From an optimization exercise on the open Yosys and OpenROAD flow, aimed at small area and a short achievable clock period; shortcuts taken in it are not production practice. Function was checked by simulation only, so behaviour that the tests miss may differ from the original. No activity file was given, so power comes from the tool's default toggle rates.

== job 2627 ==
## pipelined_fpu
module pipelined_fpu (
    input  wire logic                      clk,
    input  wire logic                      reset,
    input  wire logic                      start,
    input  wire logic [1:0]                op,         
    input  wire logic [31:0]               a,
    input  wire logic [31:0]               b,
    output logic                           done,
    output logic [31:0]                    result
);
    logic        sa, sb, sbe, sub0;
    logic [7:0]  ea, eb;
    logic [22:0] fa, fb, fa0, fb0;
    logic        az, bz, aff, bff, anan, bnan, ainf, binf;
    logic        is_mul;
    logic        swapf, elt, ge, sela, rev0;
    logic [7:0]  dab, dba, d0;
    logic [8:0]  e0;
    logic [22:0] big0;
    logic [23:0] small0;
    logic [34:0] f0;
    logic [10:0] neg0;
    logic [11:0] one0, two0;
    logic        spff0, spzero0, q0, nanp0, spsign0;
    fp_less #(.W(31)) u_cmp (.x(a[30:0]), .y(b[30:0]), .lt(swapf));   
    fp_less #(.W(8), .L(3)) u_ecmp (.x(a[30:23]), .y(b[30:23]), .lt(elt));
    fp_booth_enc u_enc (.y(fb0), .neg(neg0), .one(one0), .two(two0));
    always_comb begin
        sa  = a[31];
        sb  = b[31];
        ea  = a[30:23];
        eb  = b[30:23];
        fa  = a[22:0];
        fb  = b[22:0];
        az  = (ea == 8'd0);
        bz  = (eb == 8'd0);
        aff = (ea == 8'hff);
        bff = (eb == 8'hff);
        anan = aff & (fa != 23'd0);
        bnan = bff & (fb != 23'd0);
        ainf = aff & (fa == 23'd0);
        binf = bff & (fb == 23'd0);
        is_mul = (op == 2'd2);
        sbe    = sb ^ (op == 2'd1);
        sub0   = sa ^ sbe;
        fa0    = az ? 23'd0 : fa;                    
        fb0    = bz ? 23'd0 : fb;
        dab  = ea - eb;
        dba  = eb - ea;
        ge   = ~elt;
        d0   = ge ? dab : dba;
        e0   = is_mul ? ({1'b0, ea} + {1'b0, eb}) : {1'b0, ge ? ea : eb};
        rev0 = swapf & ge & sub0;
        sela   = anan | (~bnan & (is_mul | ge));
        big0   = sela ? fa0 : fb0;
        small0 = sela ? {~bz, fb0} : {~az, fa0};
        f0     = is_mul ? {neg0, one0, two0} : {11'd0, small0};
        spff0   = 1'b0;
        spzero0 = 1'b0;
        q0      = 1'b0;
        nanp0   = 1'b0;
        spsign0 = 1'b0;
        if (op == 2'd3) begin
            spzero0 = 1'b1;
        end else if (anan) begin
  ...
Size: about 3800 cells after synthesis, ~230 flip-flops, about 100 I/O pins, ~28000 µm² of cells after synthesis.
Settings: LEC_CHECK=0, ABC_AREA=1, CAP_MARGIN=20, CORE_MARGIN=2, CORE_UTILIZATION=40, CTS_BUF_LIST=sky130_fd_sc_hd__clkbuf_4 sky130_fd_sc_hd__clkbuf_8, SETUP_SLACK_MARGIN=5, SLEW_MARGIN=20; clock period 10.0 ns.
standard.sh (not shown) runs the stock make flow with config.mk's settings and CLKGATE_MAP_FILE= SYNTH_SCRIPT=/design/flow/synth_recipe.tcl, a recipe that flattens the netlist after the stock synthesis.
==> flow/flow/run.sh <==
#!/bin/bash
# The standard layout (the standard.sh, unchanged synthesis), except that
# the port buffers are plain buf_1 cells, which the flow's repair steps may
# resize, instead of the delay cell buffer_ports picks by default.
export BUFFER_PORTS_ARGS="-buffer_cell sky130_fd_sc_hd__buf_1"
bash standard.sh > standard.log 2>&1
Job 2627 ended with every stage complete and zero timing, DRC or antenna violations.
Edits applied to the flow inputs when going from job 2627 to job 7665:
Settings: an added CTS_CLUSTER_DIAMETER of 110; an added CTS_CLUSTER_SIZE of 24; a deleted CTS_BUF_LIST that had been sky130_fd_sc_hd__clkbuf_4 sky130_fd_sc_hd__clkbuf_8.
Notes after the runs:
Job 7665: portion of the clock cycle consumed by the worst path in the final layout 0.45 points below job 2627. Going from job 2627 to job 7665, simple-gate share of the synthesized area did not really move; static leakage went down; sequential share of layout area up 0.21 points; CTS clock-pin slew for the worst setup and hold paths now larger. From job 2627 to job 7665 the numbers moved as follows: via count of the first global-routing pass fell about 1%; total power draw fell about 3.4%; cell count fell 49. Job 7665 ends up with lower post-route standard cell area excluding fillers than job 2627 does.
[inputs] job 899 vs job 7665
Settings: clearing CTS_CLUSTER_DIAMETER, which used to be 110; clearing CTS_CLUSTER_SIZE, which used to be 24; clearing ABC_AREA, which used to be 1.
==> summary.txt <==
- Job 899 ends up with higher vias per cell than job 7665 does.
- Job 899 ends up with higher actual slew at the worst max-slew pin than job 7665 does.
- Total chip power (lower): job 7665
- Diff job 7665 -> job 899: number of buffer and inverter instances along the worst setup path decreased by 3 relative to the old numbers; share of the clock period used by the worst path after layout increased by 1.0 points relative to the old numbers.
Input changes introduced in job 9216 (baseline for comparison: job 899):
Settings: ABC_AREA newly set to 1.
==> flow/flow/run.sh <==
#!/bin/bash
# The standard layout (the standard.sh) with two changes that do not touch
# the registers or the constraints:
#  - the port buffers are plain buf_1 cells (which the flow's repair steps may
#    resize) instead of the delay cell that buffer_ports picks by default;
#  - Yosys's final ABC mapping (ABC_AREA=1) uses an area-oriented script,
#    without ABC's own buffering and sizing, which the flow's repair steps
#    redo on the placed design.
set -e
cp -r "$FLOW_HOME/scripts" ./orfs_scripts
cp flow/abc_area.script ./orfs_scripts/abc_area.script
export SCRIPTS_DIR="$PWD/orfs_scripts"
export BUFFER_PORTS_ARGS="-buffer_cell sky130_fd_sc_hd__buf_1"
bash standard.sh > standard.log 2>&1
==> flow/flow/abc_area.script (new file) <==
strash
dc2
dch -f
map -a
topo
## What came out
- Looking at the reports, job 9216 completed the entire flow and the layout it produced met the timing, design-rule and antenna checks.
- Between job 899 and job 9216, worst setup slack after placement is lower for job 9216, job 899 comes in above that.
- Compared with job 899, in job 9216 maximum ir drop on the vdd rail lower; multi-input combinational cell count decreased by 44 relative to the old numbers.

---

Starting RTL as in the previous note.
clock: 10.0 ns
lec_check: 0
abc_area: 1
cap_margin: 20
core_margin: 2
core_utilization: 40
setup_slack_margin: 5
slew_margin: 20
tns_end_percent: 0
run.sh (not shown) runs the stock make flow with config.mk's settings and CLKGATE_MAP_FILE= SYNTH_SCRIPT=/design/flow/synth_recipe.tcl, a recipe that flattens the netlist after the stock synthesis.
Stock flow here: none of the scripts above is used.
Rerun with:
==> flow/flow/run.sh (new file) <==
#!/bin/bash
# The standard layout (the standard.sh) with two changes that do not touch
# the registers or the constraints:
#  - the port buffers are plain buf_1 cells (which the flow's repair steps may
#    resize) instead of the delay cell that buffer_ports picks by default;
#  - Yosys's final ABC mapping uses the standard speed script without ABC's own
#    buffering and sizing, which the flow's repair steps redo on the placed
#    design.
set -e
cp -r "$FLOW_HOME/scripts" ./orfs_scripts
cp flow/abc_speed.script ./orfs_scripts/abc_speed.script
export SCRIPTS_DIR="$PWD/orfs_scripts"
export BUFFER_PORTS_ARGS="-buffer_cell sky130_fd_sc_hd__buf_1"
bash standard.sh > standard.log 2>&1
==> flow/flow/abc_speed.script (new file) <==
&get -n
&st
&dch
&nf
&st
&syn2
&if -g -K 6
&synch2
&nf
&st
&syn2
&if -g -K 6
&synch2
&nf
&st
&syn2
&if -g -K 6
&synch2
&nf
&st
&syn2
&if -g -K 6
&synch2
&nf
&st
&syn2
&if -g -K 6
&synch2
&nf
&put
topo
==> flow/standard.sh (new file) <==
#!/bin/bash
# synth_recipe.tcl (not shown) runs the flow's synth.tcl, then flattens the netlist and writes it again
# the make line also repeats each setting of config.mk as NAME=value (left out here)
make -C /OpenROAD-flow-scripts/flow DESIGN_CONFIG=/design/flow/config.mk WORK_HOME=/design/flow/orfs CLKGATE_MAP_FILE= SYNTH_SCRIPT=/design/flow/synth_recipe.tcl "${@:-finish}"
- ABC_AREA: 1 -> default
- TNS_END_PERCENT: 0 -> default
removed: flow/run.sh
What happened: The changed run passed the timing, design-rule and antenna checks; sequential share of layout area barely changes; routed wire length is lower by 8.6%; combinational power is lower by about 4%; global-route usage is lower by 0.68 points; setup slack degrades by 240 ps; sequential cell count is unchanged; core utilization is higher by 0.81 points; clock power is higher by about 10%; worst hold slack degrades by 28 ps.
Rerun with:
==> flow/run.sh (new file) <==
#!/bin/bash
# synth_recipe.tcl (not shown) runs the flow's synth.tcl, then flattens the netlist and writes it again
# the make line also repeats each setting of config.mk as NAME=value (left out here)
make -C /OpenROAD-flow-scripts/flow DESIGN_CONFIG=/design/flow/config.mk WORK_HOME=/design/flow/orfs CLKGATE_MAP_FILE= SYNTH_SCRIPT=/design/flow/synth_recipe.tcl finish
- ABC_AREA: default -> 1
removed: flow/flow/run.sh
removed: flow/flow/abc_speed.script
removed: flow/standard.sh
Core utilization is lower by 0.80 points.
Clock-buffer cell count is lower by 5.
Sequential power is higher by about 3%.
Sequential share of layout area is about the same.
Final area is higher by 0.31%.
Cell count is higher by about 10%.
Wire length is higher by about 9%.
Rerun with:
==> flow/flow/run.sh (new file) <==
#!/bin/bash
# The standard layout (the standard.sh, unchanged synthesis), except that
# the port buffers are plain buf_1 cells, which the flow's repair steps may
# resize, instead of the delay cell buffer_ports picks by default.
export BUFFER_PORTS_ARGS="-buffer_cell sky130_fd_sc_hd__buf_1"
bash standard.sh > standard.log 2>&1
==> flow/standard.sh (new file) <==
#!/bin/bash
# synth_recipe.tcl (not shown) runs the flow's synth.tcl, then flattens the netlist and writes it again
# the make line also repeats each setting of config.mk as NAME=value (left out here)
make -C /OpenROAD-flow-scripts/flow DESIGN_CONFIG=/design/flow/config.mk WORK_HOME=/design/flow/orfs CLKGATE_MAP_FILE= SYNTH_SCRIPT=/design/flow/synth_recipe.tcl "${@:-finish}"
removed: flow/run.sh
Effect:
- worst hold slack got worse by 3.6 ps
- critical path depth came out lower by 4
- die area does not change
- fmax climbs by 1.4%
Rerun with:
- PLACE_DENSITY: default -> 0.75
Design area barely changes; total power increases by 1.6%; clock power increases by about 10%; clock-buffer cell count stays the same; wire length decreases by 4.2%; via count increases by 1.8%.

[re-timing with driven ports]
In the flow no input, the clock included, has a driving cell. The finished layouts below were timed again as built, in two steps.
Step 1 (the two cells are an assumption about what drives the block):
set clk [get_ports {clk}]
set_driving_cell -lib_cell sky130_fd_sc_hd__clkbuf_16 $clk
set_driving_cell -lib_cell sky130_fd_sc_hd__buf_2 [delete_from_list [all_inputs] $clk]
Step 2, shift: input delay + t, output delay - t, t = (earliest + latest rising clock arrival at the registers) / 2. This alone moves slack from input paths to output paths.
a / b / c = no drivers / after step 1 / after step 2; a / b = the first two.
run | t (ns) | setup slack, ns | worst setup path at the end
job 2627 | 0.671 | 5.300 / 5.300 / 4.670 | input to register
job 7665 | 0.601 | 5.345 / 5.345 / 4.793 | input to register
job 899 | 0.631 | 5.243 / 5.243 / 4.851 | input to register
job 9216 | 0.663 | 2.226 / 2.226 / 2.226 | register to register
the first run of note 2 | 0.645 | 5.239 / 5.239 / 4.766 | input to register
the second run of note 2 | 0.658 | 5.003 / 5.003 / 4.665 | input to register
the third run of note 2 | 0.647 | 5.228 / 5.240 / 4.620 | input to register
the fourth run of note 2 | 0.648 | 5.294 / 5.294 / 4.787 | input to register
the fifth run of note 2 | 0.677 | 5.245 / 5.245 / 4.828 | input to register
After both steps setup and hold are still met in every run listed. For job 2627, which loses most, drivers alone change the setup slack by 0.000 ns; drivers and shift together by -0.630 ns.
